Background: an optimization exercise with open tools, aiming at small area and a short achievable clock period. Do not read the settings as production practice.
RTL that was checked went through simulation tests only; none was proved equivalent to the original.
For runs 5 to 7, only the layout was checked, not whether the RTL still works.
No activity file was given, so power comes from the tool's default toggle rates.

`design/flow/design.v`:
```
module router_nport #(
    parameter int NPORT  = 8,
    parameter int ADDR_W = $clog2(NPORT)
) (
    input  logic             clk,
    input  logic             reset_n,
    input  logic [NPORT-1:0] din,
    input  logic [NPORT-1:0] frame_n,
    input  logic [NPORT-1:0] valid_n,
    output logic [NPORT-1:0] busy_n,
    output logic [NPORT-1:0] dout,
    output logic [NPORT-1:0] valido_n,
    output logic [NPORT-1:0] frameo_n
);
    localparam int N = 8;
    localparam int W = 3;
    logic [W:0]   r_sr    [N];
    logic [N-1:0] w_inArb;
    logic [W-1:0] w_addr  [N];
    logic [N-1:0] r_ov;
    logic [W-1:0] r_ptr   [N];
    logic [N-1:0] r_dout, r_valido, r_frameo;
    logic [N-1:0] w_arb;
    logic [N-1:0] w_req   [N];    
    logic [N-1:0] w_st    [N];    
    logic [N-1:0] w_gnt   [N];    
    logic [N-1:0] w_granted;
    logic [W-1:0] w_pnext [N];
    logic [N-1:0] w_any;
    logic [N-1:0] w_dsel, w_vsel, w_fsel;
    always_comb begin
        for (int i = 0; i < N; i++) begin
            w_inArb[i]  = r_sr[i][0];
            w_addr[i] = r_sr[i][W:1];
        end
    end
    assign w_arb = w_inArb;
    always_comb begin
        for (int d = 0; d < N; d++)
            for (int i = 0; i < N; i++) begin
                w_req[d][i] = w_arb[i] && (w_addr[i] == d);
                w_st[d][i]  = (r_ptr[d] == i);
            end
    end
    function automatic logic [N-1:0] prefixOr(input logic [N-1:0] x);
        logic [N-1:0] p1, p2, p4;
        p1 = x  | {x[N-2:0], 1'b0};
        p2 = p1 | {p1[N-3:0], 2'b0};
        p4 = p2 | {p2[N-5:0], 4'b0};
        prefixOr = {p4[N-2:0], 1'b0};
    endfunction
    always_comb begin
        w_granted = '0;
        for (int d = 0; d < N; d++) begin
            logic [N-1:0] above, hi, x;
            above = prefixOr(w_st[d]) | w_st[d];    
            hi    = w_req[d] & above;
            x     = (hi != '0) ? hi : w_req[d];
            w_gnt[d] = x & ~prefixOr(x) & {N{!r_ov[d]}};
            w_any[d] = (w_req[d] != '0);
            w_pnext[d] = '0;    
            for (int i = 0; i < N; i++)
                if (w_gnt[d][i]) w_pnext[d] = w_pnext[d] | W'((i + 1) % N);
            w_granted = w_granted | w_gnt[d];
        end
    end
    always_comb begin
        for (int d = 0; d < N; d++) begin
            w_dsel[d] = 1'b0;
            w_vsel[d] = 1'b0;
            w_fsel[d] = 1'b0;
            for (int i = 0; i < N; i++) begin
                w_dsel[d] = w_dsel[d] | (w_st[d][(i + 1) % N] & din[i]);
                w_vsel[d] = w_vsel[d] | (w_st[d][(i + 1) % N] & valid_n[i]);
                w_fsel[d] = w_fsel[d] | (w_st[d][(i + 1) % N] & frame_n[i]);
            end
        end
    end
    always_ff @(posedge clk or negedge reset_n) begin
        if (!reset_n) begin
            for (int i = 0; i < N; i++) r_sr[i] <= '0;
        end else begin
            for (int i = 0; i < N; i++) begin
                if (r_sr[i][0]) begin
                    if (w_granted[i]) r_sr[i] <= '0;           
                end else if (frame_n[i]) begin
                    r_sr[i] <= 4'b1000;                        
                end else if (r_sr[i] != '0) begin
                    r_sr[i] <= {din[i], r_sr[i][W:1]};         
                end
            end
        end
    end
    always_ff @(posedge clk or negedge reset_n) begin
        if (!reset_n) begin
            r_ov       <= '0;
            r_dout     <= '0;
            r_valido   <= '0;
            r_frameo   <= '0;
            for (int d = 0; d < N; d++) r_ptr[d] <= '0;
        end else begin
            for (int d = 0; d < N; d++) begin
                if (r_ov[d]) begin
                    r_dout[d]     <= !w_vsel[d] && w_dsel[d];
                    r_valido[d]   <= !w_vsel[d];
                    r_frameo[d]   <= !w_fsel[d];
                    r_ov[d]       <= !w_fsel[d];
                end else begin
                    r_dout[d]     <= 1'b0;
                    r_valido[d]   <= 1'b0;
                    r_frameo[d]   <= 1'b0;
                    if (w_any[d]) begin
                        r_ov[d]  <= 1'b1;
                        r_ptr[d] <= w_pnext[d];
                    end
                end
            end
        end
    end
    assign busy_n   = ~w_inArb;
    assign dout     = r_dout;
    assign valido_n = ~r_valido;
    assign frameo_n = ~r_frameo;
endmodule
```
`design/flow/flow/run.sh`:
```
#!/bin/bash
# Own layout flow: the standard synthesis and layout, with small port
# buffers and repair_timing aiming for a larger setup margin (the SDC is
# unchanged).
set -euo pipefail
bash standard.sh synth > synth.log 2>&1
export BUFFER_PORTS_ARGS="-buffer_cell sky130_fd_sc_hd__buf_2"
export SETUP_SLACK_MARGIN=7.0
bash standard.sh finish > layout.log 2>&1
```
`design/flow/standard.sh`:
```
#!/bin/bash
# synth_recipe.tcl (not shown) runs the flow's synth.tcl, then flattens the netlist and writes it again
# the make line also repeats each setting of config.mk as NAME=value (left out here)
make -C /OpenROAD-flow-scripts/flow DESIGN_CONFIG=/design/flow/config.mk WORK_HOME=/design/flow/orfs CLKGATE_MAP_FILE= SYNTH_SCRIPT=/design/flow/synth_recipe.tcl "${@:-finish}"
```
`design/flow/config.mk`:
```
export PLATFORM = sky130hd
export DESIGN_NAME = router_nport
export DESIGN_NICKNAME = router_nport
export VERILOG_FILES = /design/flow/design.v
export SDC_FILE = /design/flow/constraint.sdc
export NUM_CORES = 4
export LEC_CHECK = 0
export ABC_AREA = 0
export CAP_MARGIN = 20
export CORE_MARGIN = 2
export CORE_UTILIZATION = 30
export PLACE_DENSITY = 0.45
export SLEW_MARGIN = 20
```
`design/flow/constraint.sdc`:
```
create_clock -name core_clock -period 10.0 [get_ports {clk}]
set_input_delay 2.0000 -clock core_clock [delete_from_list [all_inputs] [get_ports {clk}]]
set_output_delay 2.0000 -clock core_clock [all_outputs]
set_load 0.01 [all_outputs]
```
==> results.txt, run 1 <==
* Drc violations at 0
* Reg clk slew, reported paths at 0.08 ns
* Pwr Density at between 300 and 400 mW/mm²
* Total GRT Usage at 0.266
* EDFF count, synth at 0
* Maximum vdd drop at about 0.12 mV
* Post-synthesis async set-or-reset flop share at 1.00
* Setup crit start kind: flop
* Adder-Cell Fraction of Synth Area at 0
* Least-Margin Pin Slew at just under 1 ns
* Sequential area share after synthesis at 0.255
* Initial Util at 0.303
* Simple-Gate Fraction of Synth Area at 0.305
* Num ports at 58
* Max_cap viols at 0
* Unique masters post-synth at 100
* GP Congestion at 0.983
* Post-synthesis xor/xnor area fraction at 0
* Iteration-0 DRC Markers at approximately 1300
* Area delta synth->final at 30.9%
* Unrepaired setup endpoints after global routing: yes
* Largest family of logic cells by synthesized area: simple AND/OR/NAND/NOR gates
* Final min period at between 3 and 4 ns
* Worst-Skew Late Latency at roughly 0.37 ns
* Max_slew headroom at 0.348
* Leak at around 0.0045 µW
* Wire length of the first global-routing pass at 60000 µm
* Comb pwr share at 0.622
* Worst setup path startpoint: r_sr[6][0]
* Post-route cell area at around 0.011 mm²
* Int Pwr at about 1700 µW
* Crit Path Class: reg2out
* Largest area contributor in the synthesized netlist: dfrtp_1
* Post-synth top area share at 0.255
* Mux cell area share after synthesis at 0.0894
* Worst hold start: r_ov[3]
* Setup crit end kind: primary output
* Die Y at 174 µm
* Post-route ant nets at 0
* Post-synthesis compound-gate area fraction at 0.280
* Clk_skew at approximately 0.017 ns
* Fmax at between 0.3 and 0.4 GHz
* Detailed-route wire length per cell at ~27 µm
* Seq pwr share at 0.279
* Number of synthesis warnings at 8
* Final Hold Vio Count at 0
* Status: complete, no violations
* Max clock buf depth at 2
* Final setup violating endpoints at 0
* Cells after synthesis at approximately 1100
* Initial antenna violation count at 3
* CTS tree: built
* Worst r2r path cells at 11
* Pins over their slew limit at 0
* Hpwl dp at 27600 µm
* Pin count of the biggest net entering global routing at 46
* Syn_area_per_cell at 8.22 µm²
* Crit Path Max Fanout at 7
* CTS root buffer: clkbuf_16
* Post-route setup TNS at 0 ns
* GRT Residual Overflow at 0
* # hold bufs at CTS at 0
* Std-Cell Rows at just over 60
* Htree depth at 3
* Top cells by area, synth: dfrtp_1 25%, nor2_1 4.2%, mux4_2 3.9%, nand2_1 3.8%, mux2i_1 3.5%
* Switching share of power at 0.507
* Psw at 1800 µW
* CTS Buf Count at 9
* Synth Register Bits at 88
* Main synth FF type: dfrtp_1
* Port bufs at 57
* Worst EP arrival at around 1.1 ns
* Vias in the first global route at 8907
* WP data required at approximately 8 ns
* Post-Syn Nets at around 1100
* Final nets at roughly 1200
* Flop-to-flop setup slack at roughly 6.9 ns
* Final period util at 0.307
* Setup crit end: busy_n[6]
* Die X-Extent at roughly 170 µm
* Worst Hold Class: reg2reg
* Vias post-DR at ~9700
* Clk sinks at 88
* Post-Syn Area at roughly 0.0086 mm²
* Final WL at just over 40000 µm
* Worst R2R Start: r_sr[2][3]
* Placed Area at between 0.009 and 0.01 mm²
* Via-to-Cell Ratio at between 6 and 7
* Die area at just over 0.03 mm²
* Share of cells above drive strength 1 at 0.372
* Reg2reg end: r_sr[5][3]
* Pre-Repair DR Iteration Count at 6
* Core Area at 0.0285 mm²
* Clock Power Share at 0.100
[flip-flops by register name, indices dropped and copies added (netlist names)]
| register | count |
|---|---|
| r_frameo | 8 |
| r_ov | 8 |
| r_dout | 8 |
| r_ptr | 24 |
| r_valido | 8 |
| r_sr | 32 |
[per-layer routing]
layer  track usage  wire [µm]  share of wire  up-vias
li1              -          -              -     4281
met1         0.374      17500           0.43     4762
met2         0.393      17800           0.43      584
met3        0.0526       3810          0.092       92
met4         0.119       2070          0.050        0
met5             0          0              0        -
[cell usage after synthesis (all sizes together), types with 6 or more instances]
master	instances
a2111oi	8
a211oi	9
a21o	20
a21oi	40
a221oi	11
a22o	23
a22oi	11
a31oi	23
and2	13
and3	18
and4	8
and4b	10
buf	35
clkbuf	58
dfrtp	88
inv	52
mux2	12
mux2i	30
mux4	15
nand2	88
nand2b	11
nand3	33
nand3b	8
nand4	13
nand4b	22
nand4bb	11
nor2	97
nor2b	8
nor3	33
nor3b	7
nor4	15
nor4b	13
nor4bb	6
o211ai	22
o21a	9
o21ai	52
o221ai	10
o22a	6
o22ai	6
o2bb2ai	6
o31ai	7
or3	6
[area by class of cell]
type                            instances  area, µm²
Fill cell                            2910      17200
Clock inverter                          6       51.3
Multi-Input combinational cell        819       6670
Sequential cell                        88       2280
Antenna cell                            1       2.50
Tap cell                              384        480
Timing Repair Buffer                  185       1400
Inverter                               52        201
Clock buffer                           10        239
[what timing repair did]
| action | CTS | global route |
|---|---|---|
| pin swaps | 30 | 39 |
| gates resized for setup | 148 | 93 |
| endpoints found under the setup margin | 64 | 58 |
| setup buffers | 73 | 47 |
[placed cells by master (no fill, tap or decap), types with 21 or more instances in the layout]
cell	count
a21oi_1	38
a22o_1	23
a31oi_1	21
buf_2	39
buf_4	122
dfrtp_1	35
dfrtp_2	50
inv_1	42
mux2i_1	30
nand2_1	84
nand3_1	32
nand4b_1	21
nor2_1	95
nor3_1	22
o211ai_1	21
o21ai_0	39
[critical path, stage by stage (launching register included)]
cell and delay (ns):
dfrtp_2 0.49, inv_2 0.10, buf_6 0.10
[worst min-delay path by stage]
stage | depth (start not counted) | endpoint | slack [ns]
final | 1 | r_valido[3] | 0.66
after global routing | 1 | r_frameo[0] | 0.68
after global placement | 2 | r_valido[4] | 0.65
after CTS | 2 | r_sr[0][3] | 0.66
after detailed placement | 2 | r_valido[4] | 0.65
after floorplan | 2 | r_frameo[7] | 0.54
[cells by family (layout without fill, tap and decap cells)]
family	after synthesis	in the layout
buffers and inverters	145	253
other	0	1
AOI/OAI and AO/OA	323	323
and+or+nand+nor	439	439
muxes	57	57
DFF	88	88
[per-stage QoR]
stage | setup slack (ns) | hold slack (ns) | utilization | total power (µW) | instances
floorplan | 6.89 | 0.544 | - | 2050 | 1052
global placement | 6.18 | 0.652 | 0.319 | 2550 | 1408
detailed placement | 6.25 | 0.650 | 0.319 | 2520 | 1408
CTS | 6.92 | 0.656 | 0.368 | 3230 | 1497
global route | 6.89 | 0.679 | 0.396 | 3740 | 1544
finish | 6.93 | 0.665 | 0.397 | 3540 | 1545
[power groups by stage]
| stage | sequential [µW] | combinational [µW] | clock, µW |
|---|---|---|---|
| floorplan | 586 | 1470 | 0 |
| global placement | 968 | 1580 | 0 |
| detailed placement | 970 | 1550 | 0 |
| CTS | 954 | 1920 | 359 |
| global route | 1010 | 2350 | 376 |
| finish | 986 | 2200 | 352 |
==> run 2: changes to the inputs <==
--- a/design/flow/config.mk
+++ b/design/flow/config.mk
@@ -7,3 +7,3 @@
 export LEC_CHECK = 0
-export ABC_AREA = 0
+export ABC_AREA = 1
 export CAP_MARGIN = 20
@@ -11,2 +11,3 @@
 export CORE_UTILIZATION = 30
+export CTS_BUF_LIST = sky130_fd_sc_hd__clkbuf_8
 export PLACE_DENSITY = 0.45
==> results.txt, run 2 <==
* Final min period at 3.05 ns (was 3.07 ns)
* Flop-to-flop setup slack at 7.18 ns (was 6.94 ns)
* Max_slew headroom at 0.458 (was 0.348)
* Reg area at 0.00221 mm² (was 0.00228 mm²)
* Commonest cells in the netlist: 413 x nand2_1, 179 x inv_1, 178 x nor2_1 (was 97 x nor2_1, 88 x dfrtp_1, 87 x nand2_1)
* Pin count of the biggest net entering global routing at 46 (unchanged)
* Most common cell after layout, fill and taps aside: nand2_1 (was buf_4)
* Final Hold Vio Count at 0 (unchanged)
* Post-route ant nets at 0 (unchanged)
* Worst-Skew Late Latency at 0.41 ns (was 0.37 ns)
* Filler Cells Inserted at 2984 (was 2910)
* Leak at 0.00472 µW (was 0.00454 µW)
* Placed Area at 0.00872 mm² (was 0.00909 mm²)
* Max_cap viols at 0 (unchanged)
* Syn_area_per_cell at 6.04 µm² (was 8.22 µm²)
* Post-synthesis compound-gate area fraction at 0.127 (was 0.280)
* Port bufs at 57 (unchanged)
* Unique masters post-synth at 46 (was 100)
* Simple-Gate Fraction of Synth Area at 0.496 (was 0.305)
* Crit Path Class: reg2out (unchanged)
* Adder-Cell Fraction of Synth Area at 0 (unchanged)
* Worst EP arrival at 1.05 ns (was 1.07 ns)
* Clock Power Share at 0.107 (was 0.100)
* Share of cells above drive strength 1 at 0.177 (was 0.372)
* Least-Margin Pin Slew at 0.803 ns (was 0.965 ns)
* Crit path cell chain: inv_1 > buf_2 (was inv_2 > buf_6)
* Vias in the first global route at 8949 (was 8907)
* Most flops, register: r_sr (unchanged)
* Total GRT Usage at 0.282 (was 0.266)
* Worst Setup Slack, final at 6.95 ns (was 6.93 ns)
* Status: complete, no violations (unchanged)
* Max clock buf depth at 2 (unchanged)
* Clk sinks at 88 (unchanged)
* Worst Hold Class: reg2reg (unchanged)
* Max FFs per register at 32 (unchanged)
* Core Area at 0.0267 mm² (was 0.0285 mm²)
* Main synth FF type: dfrtp_1 (unchanged)
* Die Y at 168 µm (was 174 µm)
* Post-synth top area share at 0.272 (was 0.255)
* Sequential area share after synthesis at 0.272 (was 0.255)
* Worst Hold Slack at 0.555 ns (was 0.665 ns)
* Commonest non-fill, non-tap cells in the layout: 413 x nand2_1, 171 x nor2_1, 168 x inv_1 (was 122 x buf_4, 95 x nor2_1, 84 x nand2_1)
* Initial antenna violation count at 0 (was 3)
* Psw at 1580 µW (was 1800 µW)
* Int Pwr at 1240 µW (was 1740 µW)
* Top flop regs: r_sr x32, r_ptr x24 (unchanged)
* Wire length of the first global-routing pass at 58900 µm (was 60000 µm)
* Num ports at 58 (unchanged)
* Std-Cell Rows at 60 (was 62)
* Area delta synth->final at 15.3% (was 30.9%)
* Iteration-0 DRC Markers at 1151 (was 1285)
* CTS root buffer: clkbuf_8 (was clkbuf_16)
* Pre-Repair DR Iteration Count at 5 (was 6)
* Final nets at 1436 (was 1181)
* Final period util at 0.305 (was 0.307)
* Htree depth at 3 (unchanged)
* Synth Register Bits at 88 (unchanged)
* Post-route cell area at 0.00935 mm² (was 0.0113 mm²)
* Via-to-Cell Ratio at 5.46 (was 6.29)
* Top-count cell post-synth: nand2_1 (was nor2_1)
* Crit Path Max Fanout at 1 (was 7)
* WP data required at 8.00 ns (about the same)
* CTS tree: built (unchanged)
* EDFF count, synth at 0 (unchanged)
* Largest area contributor in the synthesized netlist: dfrtp_1 (unchanged)
* Mux cell area share after synthesis at 0 (was 0.0894)
* Largest family of logic cells by synthesized area: simple AND/OR/NAND/NOR gates (unchanged)
* Setup crit end kind: primary output (unchanged)
* Die area at 0.0284 mm² (was 0.0302 mm²)
* Pins over their slew limit at 0 (unchanged)
* Top cells by area, synth: dfrtp_1 27%, nand2_1 19%, inv_1 8.3%, nor2_1 8.2%, nand3_1 6.1% (was dfrtp_1 25%, nor2_1 4.2%, mux4_2 3.9%, nand2_1 3.8%, mux2i_1 3.5%)
* Die X-Extent at 168 µm (was 174 µm)
* Pwr Density at 302 mW/mm² (was 313 mW/mm²)
* Initial Util at 0.303 (about the same)
* Clk_skew at 0.0174 ns (was 0.0175 ns)
* Hpwl dp at 32400 µm (was 27600 µm)
* Maximum vdd drop at 0.120 mV (was 0.123 mV)
* Number of synthesis warnings at 8 (unchanged)
* Cells after synthesis at 1342 (was 1052)
* Unrepaired setup endpoints after global routing: yes (unchanged)
* Switching share of power at 0.560 (was 0.507)
* Area of the multi-input gates at 0.00520 mm² (was 0.00667 mm²)
* Post-Syn Area at 0.00811 mm² (was 0.00865 mm²)
* Detailed-route wire length per cell at 22.6 µm (was 26.7 µm)
* Setup crit start kind: flop (unchanged)
* Post-synthesis async set-or-reset flop share at 1.00 (unchanged)
* Reg clk slew, reported paths at 0.10 ns (was 0.08 ns)
* CTS Buf Count at 9 (unchanged)
* Seq pwr share at 0.270 (was 0.279)
* Post-synthesis xor/xnor area fraction at 0 (unchanged)
* Slowest CP cell: dfrtp_1 (was dfrtp_2)
* Vias post-DR at 9594 (was 9719)
* GP Congestion at 1.02 (was 0.983)
* Slowest cell delay on critical path at 0.45 ns (was 0.49 ns)
* Drc violations at 0 (unchanged)
* Final WL at 39700 µm (was 41200 µm)
* Post-route setup TNS at 0 ns (unchanged)
* Final setup violating endpoints at 0 (unchanged)
* Fmax at 0.328 GHz (was 0.325 GHz)
* Comb pwr share at 0.624 (was 0.622)
* Post-Syn Nets at 1368 (was 1078)
* Worst slack at placement at 6.16 ns (was 6.25 ns)
* GRT Residual Overflow at 0 (unchanged)
* Ant. Diodes at 0 (was 1)
==> run 2: changes by cell type after synthesis, sizes merged, moves of 20 or more <==
cell | previous run | this run
nand2 | 88 | 445
inv | 52 | 195
nor2 | 97 | 224
nand3 | 33 | 113
clkbuf | 58 | 4
mux2i | 30 | 0
a22o | 23 | 0
nand4b | 22 | 0
o21ai | 52 | 30
a31oi | 23 | 3
==> run 2: routing by layer <==
layer | up-vias | global-route usage | part of all wire
met3 | 81 | 0.0433 | 0.079
met5 | - | 0 | 0
met1 | 4536 | 0.391 | 0.44
met2 | 435 | 0.449 | 0.44
met4 | 0 | 0.0975 | 0.040
li1 | 4542 | - | -
==> run 2: critical path: cells and delay by family (launching register included) <==
| family | cells | cell delay, ns |
|---|---|---|
| buffers and inverters | 2 | 0.20 |
| flip-flops | 1 | 0.45 |
==> run 2: logic make-up after synthesis <==
logic type / count (synthesis)
and+or+nand+nor: 882
buffers and inverters: 220
AOI/OAI and AO/OA: 152
DFF: 88
==> run 2: repair_timing <==
item                                    in CTS  in global routing
hold buffers                                 0                  0
setup buffers                               14                  6
endpoints found under the setup margin      37                 44
gates resized for setup                     32                 35
pin swaps                                    0                  3
==> run 2: power by group through the flow <==
stage | logic [µW] | registers, µW | clock network, µW
after floorplan | 1220 | 637 | 0
after detailed placement | 1600 | 769 | 0
after global routing | 1950 | 788 | 323
after CTS | 1680 | 751 | 313
final | 1760 | 760 | 301
after global placement | 1620 | 774 | 0
==> run 2: final timing paths <==
check | end | depth (start not counted) | startpoint
min | r_sr[4][3] | 3 | r_sr[4][0]
max reg2reg | r_sr[1][3] | 16 | r_sr[3][1]
max | frameo_n[4] | 2 | r_frameo[4]
max in group asynchronous | r_frameo[4] | 2 | reset_n
min in group asynchronous | r_ptr[6][0] | 1 | reset_n
min reg2reg | r_sr[4][3] | 3 | r_sr[4][0]
==> run 2: layout make-up <==
class                      count  share of cell area
tap                          341              0.0456
clock inverter                 6             0.00897
clock buffer                  10              0.0147
inverter                     199              0.0822
sequential                    88               0.236
multi-input combinational   1034               0.556
timing repair buffer          78              0.0557
==> run 2: metrics by stage <==
stage,utilization,total power [µW],instances
finish,0.350,2820,1756
global placement,0.326,2400,1720
floorplan,-,1860,1342
CTS,0.342,2740,1750
global route,0.350,3060,1756
detailed placement,0.326,2370,1720
==> run 3: changes to the inputs <==
--- a/design/flow/flow/run.sh
+++ b/design/flow/flow/run.sh
@@ -6,3 +6,3 @@
 bash standard.sh synth > synth.log 2>&1
-export BUFFER_PORTS_ARGS="-buffer_cell sky130_fd_sc_hd__buf_2"
+export BUFFER_PORTS_ARGS="-buffer_cell sky130_fd_sc_hd__buf_1"
 export SETUP_SLACK_MARGIN=7.0
--- a/design/flow/config.mk
+++ b/design/flow/config.mk
@@ -11,3 +11,2 @@
 export CORE_UTILIZATION = 30
-export CTS_BUF_LIST = sky130_fd_sc_hd__clkbuf_8
 export PLACE_DENSITY = 0.45
==> results.txt, run 3 <==
* Final Hold Vio Count at 0 (unchanged)
* Pre-Repair DR Iteration Count at 8 (was 5)
* Final WL at 38500 µm (was 39700 µm)
* Slowest CP cell: a2111oi_1 (was dfrtp_1)
* Main synth FF type: dfrtp_1 (unchanged)
* Crit Path Class: in2reg (was reg2out)
* Crit path cell chain: buf_2 > inv_1 > o21ai_0 > a2111oi_1 > o21ai_1 > nor3b_1 (was inv_1 > buf_2)
* Drc violations at 0 (unchanged)
* Filler Cells Inserted at 3044 (was 2984)
* Num ports at 58 (unchanged)
* Worst setup path startpoint: din[5] (was r_frameo[4])
* WHS Path Cells at 3 (unchanged)
* Maximum vdd drop at 0.103 mV (was 0.120 mV)
* Worst hold start: r_sr[4][0] (unchanged)
* Number of synthesis warnings at 8 (unchanged)
* Comb pwr share at 0.611 (was 0.624)
* Cells after synthesis at 1342 (unchanged)
* Placed insts at 1720 (unchanged)
* Slowest cell delay on critical path at 0.38 ns (was 0.45 ns)
* Max_slew headroom at 0.447 (was 0.458)
* Clock Power Share at 0.121 (was 0.107)
* CTS root buffer: clkbuf_16 (was clkbuf_8)
* Iteration-0 DRC Markers at 939 (was 1151)
* Hpwl dp at 31800 µm (was 32400 µm)
* Top-count cell post-synth: nand2_1 (unchanged)
* Worst Hold Class: reg2reg (unchanged)
* Largest family of logic cells by synthesized area: simple AND/OR/NAND/NOR gates (unchanged)
* Pwr Density at 302 mW/mm² (about the same)
* Post-synthesis async set-or-reset flop share at 1.00 (unchanged)
* Commonest cells in the netlist: 413 x nand2_1, 179 x inv_1, 178 x nor2_1 (unchanged)
* Clk_skew at 0.0116 ns (was 0.0174 ns)
* Crit. path cell count at 6 (was 2)
* Top cells by area, synth: dfrtp_1 27%, nand2_1 19%, inv_1 8.3%, nor2_1 8.2%, nand3_1 6.1% (unchanged)
* Initial antenna violation count at 0 (unchanged)
* Fmax at 0.333 GHz (was 0.328 GHz)
* Worst r2r path cells at 18 (was 16)
* Std-Cell Rows at 60 (unchanged)
* Htree depth at 3 (unchanged)
* Switching share of power at 0.558 (was 0.560)
* CTS tree: built (unchanged)
* Clk sinks at 88 (unchanged)
* Initial Util at 0.303 (unchanged)
* Seq pwr share at 0.268 (was 0.270)
* Synth Register Bits at 88 (unchanged)
* Mux cell area share after synthesis at 0 (unchanged)
* GP Congestion at 0.995 (was 1.02)
* Least-Margin Pin Slew at 0.819 ns (was 0.803 ns)
* Max clock buf depth at 2 (unchanged)
* Vias in the first global route at 9002 (was 8949)
* Simple-Gate Fraction of Synth Area at 0.496 (unchanged)
* Detailed-route wire length per cell at 21.9 µm (was 22.6 µm)
* Vias post-DR at 9516 (was 9594)
* Core Area at 0.0267 mm² (unchanged)
* Post-route ant nets at 0 (unchanged)
* Most common cell after layout, fill and taps aside: nand2_1 (unchanged)
* Setup crit end kind: flop (was primary output)
* Top flop regs: r_sr x32, r_ptr x24 (unchanged)
* Worst R2R Start: r_sr[3][0] (was r_sr[3][1])
* Syn_area_per_cell at 6.04 µm² (unchanged)
* Post-synth top area share at 0.272 (unchanged)
* Post-synthesis xor/xnor area fraction at 0 (unchanged)
* Total GRT Usage at 0.275 (was 0.282)
* Reg area at 0.00221 mm² (unchanged)
* Int Pwr at 1260 µW (was 1240 µW)
* Max_cap viols at 0 (unchanged)
* Post-synthesis compound-gate area fraction at 0.127 (unchanged)
* Max FFs per register at 32 (unchanged)
* Status: complete, no violations (unchanged)
* Port bufs at 57 (unchanged)
* Adder-Cell Fraction of Synth Area at 0 (unchanged)
* EDFF count, synth at 0 (unchanged)
* Post-Syn Nets at 1368 (unchanged)
* Psw at 1590 µW (was 1580 µW)
* Unrepaired setup endpoints after global routing: yes (unchanged)
* Total power at 2850 µW (was 2820 µW)
* Worst-Skew Late Latency at 0.37 ns (was 0.41 ns)
* Final period util at 0.300 (was 0.305)
* CTS Buf Count at 9 (unchanged)
* Leak at 0.00467 µW (was 0.00472 µW)
* Area delta synth->final at 16.3% (was 15.3%)
* Worst Setup Slack, final at 7.00 ns (was 6.95 ns)
* Worst slack at placement at 6.07 ns (was 6.16 ns)
* Buf/Inv on CP at 2 (unchanged)
* Post-Layout Cell Count at 1756 (unchanged)
* Die X-Extent at 168 µm (unchanged)
* Worst EP arrival at 3.25 ns (was 1.05 ns)
* Final nets at 1436 (unchanged)
* WP data required at 10.24 ns (was 8.00 ns)
* Post-route setup TNS at 0 ns (unchanged)
* Largest area contributor in the synthesized netlist: dfrtp_1 (unchanged)
* Worst Hold Slack at 0.531 ns (was 0.555 ns)
* Via-to-Cell Ratio at 5.42 (was 5.46)
* Die Y at 168 µm (unchanged)
* Final setup violating endpoints at 0 (unchanged)
* Unique masters post-synth at 46 (unchanged)
* Largest delay share family, worst path: compound AO/OA/AOI/OAI gates (was flip-flops)
* Post-Syn Area at 0.00811 mm² (unchanged)
* Most flops, register: r_sr (unchanged)
* Reg clk slew, reported paths at 0.08 ns (was 0.10 ns)
* Die area at 0.0284 mm² (unchanged)
* GRT Residual Overflow at 0 (unchanged)
* Commonest non-fill, non-tap cells in the layout: 412 x nand2_1, 172 x nor2_1, 164 x inv_1 (was 413 x nand2_1, 171 x nor2_1, 168 x inv_1)
* Final min period at 3.00 ns (was 3.05 ns)
* Sequential area share after synthesis at 0.272 (unchanged)
* Share of cells above drive strength 1 at 0.161 (was 0.177)
* Crit Path Max Fanout at 8 (was 1)
* Ant. Diodes at 0 (unchanged)
* Setup crit start kind: input port (was flop)
* Area of the multi-input gates at 0.00527 mm² (was 0.00520 mm²)
* Wire length of the first global-routing pass at 57900 µm (was 58900 µm)
* Pin count of the biggest net entering global routing at 47 (was 46)
* Pins over their slew limit at 0 (unchanged)
[run 3: cell counts after synthesis]
No cell type changed its count.
[run 3: area by class of cell]
| cell class | count | area share |
|---|---|---|
| sequential | 88 | 0.234 |
| tap | 341 | 0.0453 |
| inverter | 199 | 0.0818 |
| timing repair buffer | 78 | 0.0495 |
| clock buffer | 11 | 0.0257 |
| multi-input combinational | 1034 | 0.559 |
| clock inverter | 5 | 0.00425 |
[run 3: cell families (layout without fill, tap and decap cells)]
group,count (synthesis),after routing
simple gates,882,882
buf+inv,220,293
compound gates,152,152
flops,88,88
[run 3: path summary, 6_finish.rpt]
check                         endpoint  slack [ns]
setup / recovery             r_dout[0]        7.00
hold / removal              r_sr[4][3]        0.53
setup reg to reg            r_sr[3][1]        7.18
hold reg to reg             r_sr[4][3]        0.53
max in group asynchronous  r_frameo[3]        7.41
min in group asynchronous   r_sr[3][1]        1.68
[run 3: power groups by stage]
stage	combinational (µW)	clock (µW)	sequential, µW
floorplan	1220	0	637
global placement	1600	0	778
detailed placement	1580	0	768
CTS	1660	350	752
global route	1940	365	787
finish	1740	345	763
[run 3: timing repair]
item                       CTS  global route
buffers inserted            10            10
pin swaps                    0             7
hold buffers                 0             0
setup endpoints to repair   41            79
resized for setup           58            57
[run 3: metal layers]
| metal | up-vias | GRT usage | wire (µm) |
|---|---|---|---|
| met5 | - | 0 | 0 |
| met4 | 0 | 0.107 | 1650 |
| met3 | 79 | 0.0503 | 2490 |
| met2 | 358 | 0.431 | 16900 |
| met1 | 4559 | 0.375 | 17400 |
| li1 | 4520 | - | - |
[run 3: per-stage QoR]
step | util | cell area (µm²)
after global placement | 0.324 | 8650
after detailed placement | 0.324 | 8650
after floorplan | - | 8110
final | 0.353 | 9430
after CTS | 0.341 | 9110
after global routing | 0.353 | 9430
[run 3: worst register-to-register path, delay by kind of cell, from the launching register on]
| kind | cells | cell delay [ns] |
|---|---|---|
| buffers and inverters | 1 | 0.12 |
| and+or+nand+nor | 17 | 2.20 |
| DFF | 1 | 0.40 |
==> run 4: changes to the inputs <==
--- a/design/flow/flow/run.sh
+++ b/design/flow/flow/run.sh
@@ -6,3 +6,3 @@
 bash standard.sh synth > synth.log 2>&1
-export BUFFER_PORTS_ARGS="-buffer_cell sky130_fd_sc_hd__buf_1"
+export BUFFER_PORTS_ARGS="-buffer_cell sky130_fd_sc_hd__buf_2"
 export SETUP_SLACK_MARGIN=7.0
==> results.txt, run 4 <==
* Setup crit start kind: input port (unchanged)
* Worst Hold Class: reg2reg (unchanged)
* GR Layer Usage met2 at 0.449 (was 0.431)
* Largest area contributor in the synthesized netlist: dfrtp_1 (unchanged)
* Pin count of the biggest net entering global routing at 46 (was 47)
* Status: complete, no violations (unchanged)
* Die X-Extent at 168 µm (unchanged)
* Slowest cell delay on critical path at 0.55 ns (was 0.38 ns)
* Via-to-Cell Ratio at 5.47 (was 5.42)
* Total GRT Usage at 0.281 (was 0.275)
* Least-Margin Pin Slew at 0.790 ns (was 0.819 ns)
* Ant. Diodes at 0 (unchanged)
* Most flops, register: r_sr (unchanged)
* Leak at 0.00471 µW (was 0.00467 µW)
* Slowest CP cell: a2111oi_0 (was a2111oi_1)
* Commonest cells in the netlist: 413 x nand2_1, 179 x inv_1, 178 x nor2_1 (unchanged)
* GRT Residual Overflow at 0 (unchanged)
* Synth Register Bits at 88 (unchanged)
* Pwr Density at 308 mW/mm² (was 302 mW/mm²)
* Num ports at 58 (unchanged)
* Post-Layout Cell Count at 1751 (was 1756)
* Largest delay share family, worst path: compound AO/OA/AOI/OAI gates (unchanged)
* Detailed-route wire length per cell at 22.6 µm (was 21.9 µm)
* Final period util at 0.302 (was 0.300)
* Post-route setup TNS at 0 ns (unchanged)
* Commonest non-fill, non-tap cells in the layout: 413 x nand2_1, 171 x nor2_1, 167 x inv_1 (was 412 x nand2_1, 172 x nor2_1, 164 x inv_1)
* Cells after synthesis at 1342 (unchanged)
* Post-Syn Nets at 1368 (unchanged)
* Final min period at 3.02 ns (was 3.00 ns)
* Port bufs at 57 (unchanged)
* Worst EP arrival at 3.24 ns (was 3.25 ns)
* Share of cells above drive strength 1 at 0.174 (was 0.161)
* Max_slew headroom at 0.467 (was 0.447)
* Top flop regs: r_sr x32, r_ptr x24 (unchanged)
* Drc violations at 0 (unchanged)
* Hpwl dp at 32400 µm (was 31800 µm)
* Unrepaired setup endpoints after global routing: yes (unchanged)
* Crit path cell chain: buf_2 > inv_1 > o22ai_1 > a2111oi_0 > nor3_1 (was buf_2 > inv_1 > o21ai_0 > a2111oi_1 > o21ai_1 > nor3b_1)
* Initial Util at 0.303 (unchanged)
* Vias post-DR at 9574 (was 9516)
* Most common cell after layout, fill and taps aside: nand2_1 (unchanged)
* GRT Max-Usage Layer: met2 (unchanged)
* Post-synth top area share at 0.272 (unchanged)
* GP Congestion at 1.02 (was 0.995)
* Placed insts at 1720 (unchanged)
* Setup crit end kind: flop (unchanged)
* Post-synthesis async set-or-reset flop share at 1.00 (unchanged)
* Iteration-0 DRC Markers at 1079 (was 939)
* Post-route ant nets at 0 (unchanged)
* # hold bufs at CTS at 0 (unchanged)
* Core Area at 0.0267 mm² (unchanged)
* Pins over their slew limit at 0 (unchanged)
* Post-Syn Area at 0.00811 mm² (unchanged)
* Worst-Skew Late Latency at 0.36 ns (was 0.37 ns)
* Final core occ at 0.350 (was 0.353)
* Clk sinks at 88 (unchanged)
* Final WL at 39700 µm (was 38500 µm)
* Htree depth at 3 (unchanged)
* Maximum vdd drop at 0.132 mV (was 0.103 mV)
* Final setup violating endpoints at 0 (unchanged)
* Top cells by area, synth: dfrtp_1 27%, nand2_1 19%, inv_1 8.3%, nor2_1 8.2%, nand3_1 6.1% (unchanged)
* Main synth FF type: dfrtp_1 (unchanged)
* Reg clk slew, reported paths at 0.07 ns (was 0.08 ns)
* Max clock buf depth at 2 (unchanged)
* Final nets at 1431 (was 1436)
* Final Hold Vio Count at 0 (unchanged)
* Die area at 0.0284 mm² (unchanged)
* Std-Cell Rows at 60 (unchanged)
* Vias in the first global route at 8887 (was 9002)
* Max FFs per register at 32 (unchanged)
* Number of synthesis warnings at 8 (unchanged)
* WP data required at 10.22 ns (was 10.24 ns)
* Crit Path Max Fanout at 5 (was 8)
* Area delta synth->final at 15.5% (was 16.3%)
* Unique masters post-synth at 46 (unchanged)
* CTS root buffer: clkbuf_16 (unchanged)
* Die Y at 168 µm (unchanged)
* Crit Path Class: in2reg (unchanged)
* Fmax at 0.331 GHz (was 0.333 GHz)
* EDFF count, synth at 0 (unchanged)
* GR Util met3 at 0.0430 (was 0.0503)
* Buf/Inv on CP at 2 (unchanged)
* Max_cap viols at 0 (unchanged)
* CTS tree: built (unchanged)
* CTS Buf Count at 9 (unchanged)
* Wire length of the first global-routing pass at 58600 µm (was 57900 µm)
* Clk_skew at 0.00912 ns (was 0.0116 ns)
* Initial antenna violation count at 0 (unchanged)
* Pre-Repair DR Iteration Count at 6 (was 8)
* Top-count cell post-synth: nand2_1 (unchanged)
* Sequential area share after synthesis at 0.272 (unchanged)
* Met1 Use GR at 0.388 (was 0.375)
* Syn_area_per_cell at 6.04 µm² (unchanged)
run 4: cell counts after synthesis:
Identical to the previous run, type by type.
run 4: kinds of logic after synthesis:
logic type	after synthesis	synth area share
buf+inv	220	0.106
compound gates	152	0.127
flops	88	0.272
simple gates	882	0.496
run 4: path summary, 6_finish.rpt:
kind | startpoint | endpoint | slack (ns) | depth (start not counted)
worst max-delay path | din[4] | r_dout[2] | 6.98 | 5
worst min-delay path | r_sr[4][0] | r_sr[4][3] | 0.55 | 3
worst max register to register | r_sr[1][0] | r_sr[3][3] | 7.18 | 18
worst min register to register | r_sr[4][0] | r_sr[4][3] | 0.55 | 3
max in group asynchronous | reset_n | r_frameo[4] | 7.25 | 2
min in group asynchronous | reset_n | r_ptr[6][0] | 1.65 | 1
run 4: area by class of cell:
class,count,area [µm²]
clock buffers,12,246
clock inverters,4,76.3
fillers,2976,17400
inverters,199,766
multi-input cells,1034,5200
flip-flops and latches,88,2210
well taps,341,427
repair buffers,73,438
run 4: worst reg2reg max path: stages, from the launching register on:
cell,delay [ns]
dfrtp_2,0.39
buf_4,0.14
nand2_1,0.20
nor2_1,0.44
nand2_1,0.11
nand2_1,0.12
nor2_4,0.06
nand2_4,0.09
nand2_1,0.06
nand2_1,0.11
nand2_2,0.10
nor2_4,0.14
nand3_1,0.15
nand2_1,0.20
nor2_1,0.11
nand2_1,0.12
nand2_2,0.07
nand2_1,0.06
nand2_1,0.05
run 4: power breakdown:
| part | switching [µW] | internal, µW |
|---|---|---|
| clock network | 165 | 228 |
| registers | 247 | 513 |
| logic | 1170 | 559 |
| total | 1580 | 1300 |
run 4: metal layers:
metal,wire [µm],up-vias
li1,-,4522
met4,1540,0
met3,2750,72
met2,17500,437
met5,0,-
met1,17800,4543
run 4: per-stage QoR:
step           hold WS (ns)  cell area, µm²  setup slack, ns  power [µW]
2_1_floorplan         0.502            8110             7.01        1860
3_3_place_gp          0.537            8720             6.13        2400
3_5_place_dp          0.547            8720             6.16        2370
4_1_cts               0.546            9180             6.95        2820
5_1_grt               0.582            9360             6.87        3120
6_report              0.548            9360             6.98        2880
run 4: repair_timing:
| action | in CTS | in global routing |
|---|---|---|
| endpoints found under the setup margin | 43 | 38 |
| setup buffers | 10 | 5 |
| pin swaps | 0 | 2 |
| resized for setup | 29 | 30 |
==> run 5: changes to the inputs <==
--- a/design/flow/design.v
+++ b/design/flow/design.v
@@ -29,2 +29,3 @@
     logic [N-1:0] w_any;
+    logic [N-1:0] w_osel  [N];    
     logic [N-1:0] w_dsel, w_vsel, w_fsel;
@@ -68,11 +69,9 @@
         for (int d = 0; d < N; d++) begin
-            w_dsel[d] = 1'b0;
-            w_vsel[d] = 1'b0;
-            w_fsel[d] = 1'b0;
-            for (int i = 0; i < N; i++) begin
-                w_dsel[d] = w_dsel[d] | (w_st[d][(i + 1) % N] & din[i]);
-                w_vsel[d] = w_vsel[d] | (w_st[d][(i + 1) % N] & valid_n[i]);
-                w_fsel[d] = w_fsel[d] | (w_st[d][(i + 1) % N] & frame_n[i]);
-            end
+            for (int i = 0; i < N; i++) w_osel[d][i] = w_st[d][(i + 1) % N];
         end
+    end
+    for (genvar d = 0; d < N; d++) begin : g_mux
+        router_onehot_mux #(.N(N)) u_dmux (.sel(w_osel[d]), .a(din),     .y(w_dsel[d]));
+        router_onehot_mux #(.N(N)) u_vmux (.sel(w_osel[d]), .a(valid_n), .y(w_vsel[d]));
+        router_onehot_mux #(.N(N)) u_fmux (.sel(w_osel[d]), .a(frame_n), .y(w_fsel[d]));
     end
@@ -124 +123,10 @@
 endmodule
+module router_onehot_mux #(
+    parameter int N = 8
+) (
+    input  logic [N-1:0] sel,
+    input  logic [N-1:0] a,
+    output logic         y
+);
+    assign y = |(sel & a);
+endmodule
--- a/design/flow/config.mk
+++ b/design/flow/config.mk
@@ -13 +13,3 @@
 export SLEW_MARGIN = 20
+export SYNTH_HIERARCHICAL = 1
+export SYNTH_MINIMUM_KEEP_SIZE = 0
==> results.txt, run 5 <==
* Status: complete, no violations (unchanged)
* Setup crit start kind: flop (was input port)
* Most common cell after layout, fill and taps aside: nand2_1 (unchanged)
* Seq pwr share at 0.249 (was 0.264)
* Synth Register Bits at 88 (unchanged)
* CTS Buf Count at 9 (unchanged)
* Fmax at 0.334 GHz (was 0.331 GHz)
* Clk sinks at 88 (unchanged)
* Final period util at 0.300 (was 0.302)
* Top flop regs: r_sr x32, r_ptr x24 (unchanged)
* WHS Path Cells at 3 (unchanged)
* Worst EP arrival at 1.00 ns (was 3.24 ns)
* Leak at 0.00548 µW (was 0.00471 µW)
* Post-route setup TNS at 0 ns (unchanged)
* Max_slew headroom at 0.557 (was 0.467)
* Commonest non-fill, non-tap cells in the layout: 668 x nand2_1, 209 x nor2_1, 144 x inv_1 (was 413 x nand2_1, 171 x nor2_1, 167 x inv_1)
* Largest area contributor in the synthesized netlist: nand2_1 (was dfrtp_1)
* Worst r2r path cells at 19 (was 18)
* Final WL at 37700 µm (was 39700 µm)
* Worst Hold Class: reg2reg (unchanged)
* Syn_area_per_cell at 5.64 µm² (was 6.04 µm²)
* Clock Power Share at 0.134 (was 0.136)
* Commonest cells in the netlist: 668 x nand2_1, 211 x nor2_1, 149 x inv_1 (was 413 x nand2_1, 179 x inv_1, 178 x nor2_1)
* Via-to-Cell Ratio at 4.98 (was 5.47)
* Final nets at 1632 (was 1431)
* Main synth FF type: dfrtp_1 (unchanged)
* Final setup violating endpoints at 0 (unchanged)
* Most flops, register: r_sr (unchanged)
* Switching share of power at 0.549 (about the same)
* # hold bufs at CTS at 0 (unchanged)
* Detailed-route wire length per cell at 18.9 µm (was 22.6 µm)
* Hpwl dp at 29500 µm (was 32400 µm)
* Final Hold Vio Count at 0 (unchanged)
* Share of cells above drive strength 1 at 0.157 (was 0.174)
* Initial antenna violation count at 0 (unchanged)
* Slowest cell delay on critical path at 0.40 ns (was 0.55 ns)
* WP data required at 8.00 ns (was 10.22 ns)
* Cells after synthesis at 1534 (was 1342)
* Worst-Skew Late Latency at 0.37 ns (was 0.36 ns)
* Crit path cell chain: inv_2 > buf_6 (was buf_2 > inv_1 > o22ai_1 > a2111oi_0 > nor3_1)
* Post-Syn Nets at 1560 (was 1368)
* Post-route ant nets at 0 (unchanged)
* Pins over their slew limit at 0 (unchanged)
* Setup crit end kind: primary output (was flop)
* Vias in the first global route at 8965 (was 8887)
* Drc violations at 0 (unchanged)
* Psw at 1600 µW (was 1580 µW)
* Flop-to-flop setup slack at 7.25 ns (was 7.18 ns)
* Max FFs per register at 32 (unchanged)
* Die area at 0.0302 mm² (was 0.0284 mm²)
* GRT Residual Overflow at 0 (unchanged)
* Die X-Extent at 174 µm (was 168 µm)
* Sequential area share after synthesis at 0.255 (was 0.272)
* Crit Path Max Fanout at 2 (was 5)
* Clk_skew at 0.0123 ns (was 0.00912 ns)
* Reg clk slew, reported paths at 0.07 ns (about the same)
* Unique masters post-synth at 38 (was 46)
* Number of synthesis warnings at 23 (was 8)
* Post-synthesis async set-or-reset flop share at 1.00 (unchanged)
* Final min period at 3.00 ns (was 3.02 ns)
* Iteration-0 DRC Markers at 1073 (was 1079)
* EDFF count, synth at 0 (unchanged)
* Pin count of the biggest net entering global routing at 62 (was 46)
* Post-synth top area share at 0.290 (was 0.272)
* Num ports at 58 (unchanged)
* Area delta synth->final at 13.7% (was 15.5%)
* Vias post-DR at 9928 (was 9574)
* Slowest CP cell: dfrtp_1 (was a2111oi_0)
* Core Area at 0.0285 mm² (was 0.0267 mm²)
* Die Y at 174 µm (was 168 µm)
* Worst Hold Slack at 0.545 ns (was 0.548 ns)
* Wire length of the first global-routing pass at 56300 µm (was 58600 µm)
* CTS root buffer: clkbuf_16 (unchanged)
* GP Congestion at 0.934 (was 1.02)
* Port bufs at 57 (unchanged)
* Total GRT Usage at 0.250 (was 0.281)
* Pwr Density at 296 mW/mm² (was 308 mW/mm²)
* Top cells by area, synth: nand2_1 29%, dfrtp_1 25%, nor2_1 9.2%, inv_1 6.5%, nand3_1 5.3% (was dfrtp_1 27%, nand2_1 19%, inv_1 8.3%, nor2_1 8.2%, nand3_1 6.1%)
* Unrepaired setup endpoints after global routing: no (was yes)
* Crit. path cell count at 2 (was 5)
* Initial Util at 0.303 (about the same)
* Std-Cell Rows at 62 (was 60)
* Least-Margin Pin Slew at 0.660 ns (was 0.790 ns)
* CTS tree: built (unchanged)
* Pre-Repair DR Iteration Count at 5 (was 6)
* Comb pwr share at 0.617 (was 0.600)
* Maximum vdd drop at 0.0858 mV (was 0.132 mV)
* Ant. Diodes at 0 (unchanged)
* Crit Path Class: reg2out (was in2reg)
* Largest delay share family, worst path: flip-flops (was compound AO/OA/AOI/OAI gates)
* Top-count cell post-synth: nand2_1 (unchanged)
* Buf/Inv on CP at 2 (unchanged)
* Post-Syn Area at 0.00865 mm² (was 0.00811 mm²)
* Int Pwr at 1310 µW (was 1300 µW)
* Htree depth at 3 (unchanged)
* Max_cap viols at 0 (unchanged)
* Max clock buf depth at 2 (unchanged)
run 5: stage by stage:
| stage | total power, µW | setup slack, ns | instance area, µm² | std cells | util |
|---|---|---|---|---|---|
| 4_1_cts | 2880 | 6.99 | 9750 | 1990 | 0.342 |
| 5_1_grt | 3180 | 7.00 | 9830 | 1995 | 0.344 |
| 3_5_place_dp | 2450 | 6.78 | 9370 | 1965 | 0.328 |
| 3_3_place_gp | 2450 | 6.80 | 9370 | 1965 | 0.328 |
| 2_1_floorplan | 1960 | 7.34 | 8650 | 1534 | - |
| 6_report | 2910 | 7.00 | 9830 | 1995 | 0.344 |
run 5: kinds of logic after synthesis:
kind of cell,after synthesis,synth area share
simple gates,1196,0.622
flops,88,0.255
buf+inv,188,0.0835
compound gates,62,0.0404
run 5: power by group through the flow:
stage	registers, µW	logic, µW	clock network (µW)
floorplan	641	1320	0
global placement	738	1720	0
detailed placement	735	1720	0
CTS	718	1760	395
global route	747	2030	410
finish	724	1800	390
run 5: metal layers:
layer	track usage	routed length [µm]
met3	0.0232	2020
met5	0	0
met4	0.0781	1040
met1	0.356	17800
met2	0.398	16800
run 5: worst paths after layout:
| kind | startpoint | to |
|---|---|---|
| min in group asynchronous | reset_n | r_sr[6][0] |
| worst max-delay path | r_sr[2][0] | busy_n[2] |
| max in group asynchronous | reset_n | r_sr[5][0] |
| worst min register to register | r_sr[4][0] | r_sr[4][3] |
| worst min-delay path | r_sr[4][0] | r_sr[4][3] |
| worst max register to register | r_sr[2][0] | r_sr[7][1] |
run 5: timing repair:
| item | in CTS | in global routing |
|---|---|---|
| gates resized for setup | 7 | 10 |
| setup endpoints to repair | 8 | 12 |
| setup buffers | 9 | 5 |
run 5: final cells by class:
type | count | area [µm²]
fill | 3281 | 18700
multi-input combinational | 1258 | 5730
sequential | 88 | 2210
inverter | 177 | 667
tap | 384 | 480
timing repair buffer | 72 | 435
clock buffer | 11 | 233
clock inverter | 5 | 81.3
run 5: tightest hold or removal path: cells and delay by family, from the launching register on:
family	cells	cell delay, ns
buf+inv	1	0.06
flops	1	0.36
simple gates	2	0.10
==> run 6: changes to the inputs <==
--- a/design/flow/design.v
+++ b/design/flow/design.v
@@ -67,11 +67,14 @@
     end
+    logic [N-1:0] w_xd, w_xv, w_xf;
+    assign w_xd = din & ~valid_n;
+    assign w_xv = ~valid_n;
+    assign w_xf = ~frame_n;
     always_comb begin
-        for (int d = 0; d < N; d++) begin
-            for (int i = 0; i < N; i++) w_osel[d][i] = w_st[d][(i + 1) % N];
-        end
+        for (int d = 0; d < N; d++)
+            for (int i = 0; i < N; i++) w_osel[d][i] = w_st[d][(i + 1) % N] & r_ov[d];
     end
     for (genvar d = 0; d < N; d++) begin : g_mux
-        router_onehot_mux #(.N(N)) u_dmux (.sel(w_osel[d]), .a(din),     .y(w_dsel[d]));
-        router_onehot_mux #(.N(N)) u_vmux (.sel(w_osel[d]), .a(valid_n), .y(w_vsel[d]));
-        router_onehot_mux #(.N(N)) u_fmux (.sel(w_osel[d]), .a(frame_n), .y(w_fsel[d]));
+        router_onehot_mux #(.N(N)) u_dmux (.sel(w_osel[d]), .a(w_xd), .y(w_dsel[d]));
+        router_onehot_mux #(.N(N)) u_vmux (.sel(w_osel[d]), .a(w_xv), .y(w_vsel[d]));
+        router_onehot_mux #(.N(N)) u_fmux (.sel(w_osel[d]), .a(w_xf), .y(w_fsel[d]));
     end
@@ -101,16 +104,7 @@
             for (int d = 0; d < N; d++) begin
-                if (r_ov[d]) begin
-                    r_dout[d]     <= !w_vsel[d] && w_dsel[d];
-                    r_valido[d]   <= !w_vsel[d];
-                    r_frameo[d]   <= !w_fsel[d];
-                    r_ov[d]       <= !w_fsel[d];
-                end else begin
-                    r_dout[d]     <= 1'b0;
-                    r_valido[d]   <= 1'b0;
-                    r_frameo[d]   <= 1'b0;
-                    if (w_any[d]) begin
-                        r_ov[d]  <= 1'b1;
-                        r_ptr[d] <= w_pnext[d];
-                    end
-                end
+                r_dout[d]   <= w_dsel[d];
+                r_valido[d] <= w_vsel[d];
+                r_frameo[d] <= w_fsel[d];
+                r_ov[d]     <= w_fsel[d] || (!r_ov[d] && w_any[d]);
+                if (!r_ov[d] && w_any[d]) r_ptr[d] <= w_pnext[d];
             end
==> results.txt, run 6 <==
* Reg2reg end: r_sr[5][1] (was r_sr[7][1])
* Most flops, register: r_sr (unchanged)
* Die area at 0.0303 mm² (was 0.0302 mm²)
* Drc violations at 0 (unchanged)
* Unique masters post-synth at 45 (was 38)
* Pin count of the biggest net entering global routing at 54 (was 62)
* Final setup violating endpoints at 0 (unchanged)
* Post-Syn Area at 0.00867 mm² (was 0.00865 mm²)
* Std-Cell Rows at 62 (unchanged)
* Max clock buf depth at 2 (unchanged)
* Wire length of the first global-routing pass at 53300 µm (was 56300 µm)
* Leak at 0.00548 µW (about the same)
* Reg clk slew, reported paths at 0.07 ns (about the same)
* Die X-Extent at 174 µm (about the same)
* Post-route setup TNS at 0 ns (unchanged)
* Vias in the first global route at 8892 (was 8965)
* Ant. Diodes at 0 (unchanged)
* Sequential area share after synthesis at 0.254 (was 0.255)
* Clk sinks at 88 (unchanged)
* Commonest cells in the netlist: 690 x nand2_1, 253 x nor2_1, 172 x inv_1 (was 668 x nand2_1, 211 x nor2_1, 149 x inv_1)
* Final min period at 2.96 ns (was 3.00 ns)
* Num ports at 58 (unchanged)
* Worst-Skew Late Latency at 0.36 ns (was 0.37 ns)
* Setup crit start kind: flop (unchanged)
* Main synth FF type: dfrtp_1 (unchanged)
* Synth Register Bits at 88 (unchanged)
* Number of synthesis warnings at 23 (unchanged)
* WHS Path Cells at 3 (unchanged)
* WP data required at 8.00 ns (about the same)
* Cells after synthesis at 1566 (was 1534)
* Share of cells above drive strength 1 at 0.146 (was 0.157)
* Port bufs at 57 (unchanged)
* Final nets at 1660 (was 1632)
* Top-count cell post-synth: nand2_1 (unchanged)
* EDFF count, synth at 0 (unchanged)
* Worst Hold Slack at 0.546 ns (was 0.545 ns)
* Clk_skew at 0.00786 ns (was 0.0123 ns)
* # hold bufs at CTS at 0 (unchanged)
* Core Area at 0.0285 mm² (unchanged)
* Final WL at 34700 µm (was 37700 µm)
* Largest area contributor in the synthesized netlist: nand2_1 (unchanged)
* Unrepaired setup endpoints after global routing: yes (was no)
* GR Layer Usage met2 at 0.357 (was 0.398)
* Crit Path Class: reg2out (unchanged)
* Post-Syn Nets at 1592 (was 1560)
* Top cells by area, synth: nand2_1 30%, dfrtp_1 25%, nor2_1 11%, inv_1 7.4%, nand3_1 4.5% (was nand2_1 29%, dfrtp_1 25%, nor2_1 9.2%, inv_1 6.5%, nand3_1 5.3%)
* Max FFs per register at 32 (unchanged)
* Post-synthesis async set-or-reset flop share at 1.00 (unchanged)
* Post-synth top area share at 0.299 (was 0.290)
* GRT Residual Overflow at 0 (unchanged)
* Crit Path Max Fanout at 2 (unchanged)
* Total GRT Usage at 0.232 (was 0.250)
* Vias post-DR at 9807 (was 9928)
* Die Y at 174 µm (about the same)
* Least-Margin Pin Slew at 0.949 ns (was 0.660 ns)
* Via-to-Cell Ratio at 4.85 (was 4.98)
* Worst hold start: r_sr[6][0] (was r_sr[4][0])
* Htree depth at 3 (unchanged)
* Hpwl dp at 29100 µm (was 29500 µm)
* Fmax at 0.338 GHz (was 0.334 GHz)
* GR Util met3 at 0.0219 (was 0.0232)
* Max_slew headroom at 0.365 (was 0.557)
* Area delta synth->final at 12.7% (was 13.7%)
* Worst Hold Class: reg2reg (unchanged)
* Max_cap viols at 0 (unchanged)
* GP Congestion at 1.00 (was 0.934)
* Pre-Repair DR Iteration Count at 5 (unchanged)
* Top flop regs: r_sr x32, r_ptr x24 (unchanged)
* Pwr Density at 265 mW/mm² (was 296 mW/mm²)
* Detailed-route wire length per cell at 17.1 µm (was 18.9 µm)
* Post-route ant nets at 0 (unchanged)
* Setup crit end kind: primary output (unchanged)
* Worst EP arrival at 0.96 ns (was 1.00 ns)
* Final Hold Vio Count at 0 (unchanged)
* Most common cell after layout, fill and taps aside: nand2_1 (unchanged)
* Worst R2R Start: r_sr[0][3] (was r_sr[2][0])
* CTS tree: built (unchanged)
* Worst r2r path cells at 17 (was 19)
* CTS root buffer: clkbuf_16 (unchanged)
* Initial Util at 0.304 (was 0.303)
* Initial antenna violation count at 0 (unchanged)
* Flop-to-flop setup slack at 7.24 ns (was 7.25 ns)
* CTS Buf Count at 9 (unchanged)
* Met1 Use GR at 0.336 (was 0.356)
* Iteration-0 DRC Markers at 849 (was 1073)
* Commonest non-fill, non-tap cells in the layout: 690 x nand2_1, 252 x nor2_1, 166 x inv_1 (was 668 x nand2_1, 209 x nor2_1, 144 x inv_1)
* Final period util at 0.296 (was 0.300)
* GRT Max-Usage Layer: met2 (unchanged)
* Syn_area_per_cell at 5.54 µm² (was 5.64 µm²)
* Maximum vdd drop at 0.0892 mV (was 0.0858 mV)
* Hold EP: r_sr[6][3] (was r_sr[4][3])
* Pins over their slew limit at 0 (unchanged)
* Status: complete, no violations (unchanged)
run 6: cell count changes in the layout (fill, tap and decap cells not counted), moves of 6 or more:
cell     before  now
nor2_1      209  252
nand2_2      49   55
inv_1       144  166
inv_2        28   14
nor2_4       24   10
nor3_1       48   34
nand2_1     668  690
o21ai_2       1    7
nor3b_1       8    1
o21ai_0      20   14
nand3_1      91   78
run 6: worst max-delay path, stage by stage (launching register included):
cell and delay (ns):
dfrtp_1 0.39, inv_2 0.10, buf_6 0.11
run 6: kinds of logic after synthesis:
| family | synth area share |
|---|---|
| and+or+nand+nor | 0.608 |
| DFF | 0.254 |
| buffers and inverters | 0.0873 |
| AOI/OAI and AO/OA | 0.0512 |
run 6: worst max-delay path by stage:
stage / start / end / slack [ns] / cells past startpoint
6_report: r_sr[1][0] / busy_n[1] / 7.04 / 2
5_1_grt: r_sr[1][0] / busy_n[1] / 6.99 / 2
4_1_cts: r_sr[0][0] / busy_n[0] / 6.98 / 2
3_5_place_dp: reset_n / r_sr[5][3] / 6.79 / 2
3_3_place_gp: frame_n[3] / r_sr[3][3] / 6.79 / 5
2_1_floorplan: frame_n[1] / r_ov[0] / 7.24 / 6
run 6: stage by stage:
| step | utilization | setup WS [ns] | total power [µW] | cells | area [µm²] |
|---|---|---|---|---|---|
| floorplan | - | 7.24 | 1750 | 1566 | 8670 |
| finish | 0.342 | 7.04 | 2590 | 2023 | 9770 |
| CTS | 0.341 | 6.98 | 2580 | 2021 | 9750 |
| detailed placement | 0.328 | 6.79 | 2180 | 1995 | 9370 |
| global placement | 0.328 | 6.79 | 2190 | 1995 | 9370 |
| global route | 0.342 | 6.99 | 2820 | 2023 | 9770 |
run 6: layout make-up:
| class | count | area [µm²] |
|---|---|---|
| clock buffer | 9 | 225 |
| clock inverter | 7 | 65.1 |
| fill | 3312 | 18800 |
| inverter | 181 | 679 |
| multi-input combinational | 1284 | 5720 |
| sequential | 88 | 2210 |
| tap | 384 | 480 |
| timing repair buffer | 70 | 395 |
run 6: repair_timing:
item                                    in CTS  in global routing
endpoints found under the setup margin       8                 15
resized for setup                            9                  5
setup buffers                               10                  2
run 6: per-layer routing:
layer	part of all wire	wire length (µm)
met1	0.49	16900
met2	0.43	14900
met3	0.051	1770
met4	0.032	1110
met5	0	0
run 6: where the power goes:
group	switching (µW)	internal, µW
Clock	176	175
Combinational	1030	476
Sequential	220	509
Total	1430	1160
==> run 7: changes to the inputs <==
--- a/design/flow/flow/run.sh
+++ b/design/flow/flow/run.sh
@@ -7,3 +7,3 @@
 export BUFFER_PORTS_ARGS="-buffer_cell sky130_fd_sc_hd__buf_2"
-export SETUP_SLACK_MARGIN=7.0
+export SETUP_SLACK_MARGIN=7.15
 bash standard.sh finish > layout.log 2>&1
==> results.txt, run 7 <==
* Status: complete, no violations (unchanged)
* Least-Margin Pin Slew at 0.778 ns (was 0.949 ns)
* Worst slack at placement at 6.79 ns (unchanged)
* Post-synth top area share at 0.299 (unchanged)
* Iteration-0 DRC Markers at 1029 (was 849)
* Max clock buf depth at 2 (unchanged)
* Sequential area share after synthesis at 0.254 (unchanged)
* Seq pwr share at 0.277 (was 0.281)
* Pre-Repair DR Iteration Count at 5 (unchanged)
* Clk sinks at 88 (unchanged)
* Pin count of the biggest net entering global routing at 54 (unchanged)
* Flop-to-flop setup slack at 7.26 ns (was 7.24 ns)
* Vias post-DR at 9934 (was 9807)
* Worst EP arrival at 0.96 ns (about the same)
* GP Congestion at 1.00 (unchanged)
* Core Area at 0.0285 mm² (unchanged)
* Setup crit start kind: flop (unchanged)
* Initial antenna violation count at 0 (unchanged)
* Final WL at 35600 µm (was 34700 µm)
* Detailed-route wire length per cell at 17.4 µm (was 17.1 µm)
* Commonest non-fill, non-tap cells in the layout: 689 x nand2_1, 240 x nor2_1, 160 x inv_1 (was 690 x nand2_1, 252 x nor2_1, 166 x inv_1)
* Drc violations at 0 (unchanged)
* GRT Residual Overflow at 0 (unchanged)
* Fmax at 0.338 GHz (about the same)
* Worst Setup Slack, final at 7.04 ns (about the same)
* Port bufs at 57 (unchanged)
* EDFF count, synth at 0 (unchanged)
* Num ports at 58 (unchanged)
* Die area at 0.0303 mm² (unchanged)
* Vias in the first global route at 8916 (was 8892)
* Maximum vdd drop at 0.0892 mV (about the same)
* Total GRT Usage at 0.233 (was 0.232)
* Top-count cell post-synth: nand2_1 (unchanged)
* CTS tree: built (unchanged)
* Initial Util at 0.304 (unchanged)
* Crit Path Class: reg2out (unchanged)
* Setup crit end kind: primary output (unchanged)
* Clock Power Share at 0.133 (was 0.136)
* Synth Register Bits at 88 (unchanged)
* Area delta synth->final at 15.8% (was 12.7%)
* Hpwl dp at 29100 µm (unchanged)
* Final Hold Vio Count at 0 (unchanged)
* Die Y at 174 µm (unchanged)
* Worst setup path startpoint: r_sr[1][0] (unchanged)
* Number of synthesis warnings at 23 (unchanged)
* Via-to-Cell Ratio at 4.87 (was 4.85)
* Cells after synthesis at 1566 (unchanged)
* Max FFs per register at 32 (unchanged)
* Wire length of the first global-routing pass at 53400 µm (was 53300 µm)
* # hold bufs at CTS at 0 (unchanged)
* Post-Syn Area at 0.00867 mm² (unchanged)
* Final min period at 2.96 ns (about the same)
* Unrepaired setup endpoints after global routing: yes (unchanged)
* Max_cap viols at 0 (unchanged)
* CTS root buffer: clkbuf_16 (unchanged)
* Commonest cells in the netlist: 690 x nand2_1, 253 x nor2_1, 172 x inv_1 (unchanged)
* Pwr Density at 263 mW/mm² (was 265 mW/mm²)
* Share of cells above drive strength 1 at 0.167 (was 0.146)
* Reg clk slew, reported paths at 0.07 ns (about the same)
* Int Pwr at 1190 µW (was 1160 µW)
* Switching share of power at 0.548 (was 0.552)
* Leak at 0.00557 µW (was 0.00548 µW)
* CTS Buf Count at 9 (unchanged)
* Syn_area_per_cell at 5.54 µm² (unchanged)
* Post-route ant nets at 0 (unchanged)
* Htree depth at 3 (unchanged)
* Comb pwr share at 0.591 (was 0.583)
* Ant. Diodes at 0 (unchanged)
* Final nets at 1677 (was 1660)
* Post-route setup TNS at 0 ns (unchanged)
* Unique masters post-synth at 45 (unchanged)
* Die X-Extent at 174 µm (unchanged)
* Main synth FF type: dfrtp_1 (unchanged)
* Setup crit end: busy_n[1] (unchanged)
* Worst R2R Start: r_sr[1][0] (was r_sr[0][3])
* Reg2reg end: r_sr[2][3] (was r_sr[5][1])
* Clk_skew at 0.00838 ns (was 0.00786 ns)
* Post-Syn Nets at 1592 (unchanged)
* WP data required at 8.00 ns (about the same)
* Std-Cell Rows at 62 (unchanged)
* Worst r2r path cells at 15 (was 17)
* Top cells by area, synth: nand2_1 30%, dfrtp_1 25%, nor2_1 11%, inv_1 7.4%, nand3_1 4.5% (unchanged)
* Filler Cells Inserted at 3301 (was 3312)
* Crit Path Max Fanout at 2 (unchanged)
* Post-synthesis async set-or-reset flop share at 1.00 (unchanged)
* Worst-Skew Late Latency at 0.36 ns (about the same)
* Worst Hold Slack at 0.549 ns (was 0.546 ns)
* Psw at 1450 µW (was 1430 µW)
* Worst Hold Class: reg2reg (unchanged)
* Most flops, register: r_sr (unchanged)
* Pins over their slew limit at 0 (unchanged)
* Most common cell after layout, fill and taps aside: nand2_1 (unchanged)
* Final period util at 0.296 (about the same)
* Largest area contributor in the synthesized netlist: nand2_1 (unchanged)
* Top flop regs: r_sr x32, r_ptr x24 (unchanged)
* Final setup violating endpoints at 0 (unchanged)
* Max_slew headroom at 0.480 (was 0.365)
## run 7: cell count changes in the layout (fill, tap and decap cells not counted), moves of 4 or more
cell	change
buf_6	+10
clkinvlp_4	+4
nor2_1	-12
buf_2	-10
inv_1	-6
nor2_2	+10
buf_4	+12
## run 7: worst min path at each step
| stage | to | depth (start not counted) | from |
|---|---|---|---|
| after floorplan | r_sr[1][3] | 2 | r_sr[1][3] |
| after global placement | r_sr[1][3] | 2 | r_sr[1][3] |
| after detailed placement | r_sr[2][0] | 2 | r_sr[2][1] |
| after CTS | r_sr[2][0] | 2 | r_sr[2][1] |
| after global routing | r_sr[4][2] | 2 | r_sr[4][2] |
| final | r_sr[6][3] | 3 | r_sr[6][0] |
## run 7: metal layers
layer  track usage  routed length, µm  up-vias
li1              -                  -     5015
met1         0.337              17400     4544
met2         0.358              15300      316
met3        0.0219               1660       59
met4        0.0858               1210        0
met5             0                  0        -
## run 7: cell type report
| cell class | instances | area [µm²] | area share |
|---|---|---|---|
| Timing Repair Buffer | 86 | 603 | 0.0600 |
| Tap cell | 384 | 480 | 0.0478 |
| Multi-Input combinational cell | 1284 | 5760 | 0.574 |
| Timing Repair inverter | 1 | 5.00 | 0.000498 |
| Inverter | 181 | 694 | 0.0691 |
| Clock buffer | 9 | 225 | 0.0224 |
| Clock inverter | 7 | 65.1 | 0.00648 |
| Sequential cell | 88 | 2210 | 0.220 |
## run 7: worst max-delay path, stage by stage, from the launching register on
cell	delay, ns
dfrtp_1	0.39
inv_2	0.10
buf_6	0.11
## run 7: cell families (layout without fill, tap and decap cells)
kind of cell | after synthesis | in the layout | share of synthesized area
AOI/OAI and AO/OA | 67 | 67 | 0.0512
and+or+nand+nor | 1217 | 1217 | 0.608
DFF | 88 | 88 | 0.254
buffers and inverters | 194 | 284 | 0.0873
## run 7: power by group through the flow
stage               logic, µW  registers (µW)  clock network, µW
floorplan                1120             627                  0
detailed placement       1450             736                  0
finish                   1560             731                351
global placement         1450             738                  0
global route             1750             750                373
CTS                      1520             722                361
## run 7: repair_timing
item / 4_1_cts / 5_1_grt
setup endpoints to repair: 32 / 110
setup buffers: 14 / 14
pin swaps: 0 / 3
gates resized for setup: 20 / 28
cloned: 0 / 1
## run 7: per-stage QoR
step	instance area (µm²)	std cells	util	total power [µW]
3_5_place_dp	9370	1995	0.328	2180
4_1_cts	9820	2025	0.344	2600
2_1_floorplan	8670	1566	-	1750
3_3_place_gp	9370	1995	0.328	2190
6_report	10000	2040	0.352	2640
5_1_grt	10000	2040	0.352	2870

-- static timing again, ports no longer ideal --
In the flow no input, the clock included, has a driving cell. The finished layouts below were timed again as built, in two steps. Step 1 sets driving cells, clkbuf_16 on the clock port and buf_2 on the other inputs (assumed; they add their load-dependent delay and slew). Step 2 times the ports against the registers' clock, not the clock port: input delays grow and output delays shrink by t, the midpoint of the rising clock arrivals with the driver on. a / b / c = ideal / step 1 / step 2; a / b = the first two.
| run | t, ns | setup slack, ns | hold slack, ns | worst setup path after step 2 | clock arrival spread, ns |
|---|---|---|---|---|---|
| run 1 | 0.415 | 6.926 / 6.873 / 6.637 | 0.665 / 0.665 / 0.665 | input to register | 0.017 / 0.018 |
| run 2 | 0.446 | 6.950 / 6.901 / 6.544 | 0.555 / 0.555 / 0.555 | input to register | 0.018 / 0.018 |
| run 3 | 0.413 | 6.996 / 6.965 / 6.601 | 0.531 / 0.531 / 0.531 | input to register | 0.011 / 0.011 |
| run 4 | 0.409 | 6.980 / 6.941 / 6.600 | 0.548 / 0.548 / 0.548 | input to register | 0.009 / 0.009 |
| run 5 | 0.412 | 7.004 / 6.953 / 6.950 | 0.545 / 0.545 / 0.545 | input to register | 0.012 / 0.012 |
| run 6 | 0.406 | 7.043 / 6.996 / 6.761 | 0.546 / 0.546 / 0.546 | input to register | 0.009 / 0.009 |
| run 7 | 0.406 | 7.041 / 6.993 / 6.661 | 0.549 / 0.549 / 0.549 | input to register | 0.009 / 0.010 |
After both steps every run listed still meets setup and hold. The setup slack of run 2, which loses most, moves by -0.049 ns with the drivers and by -0.406 ns with both steps.
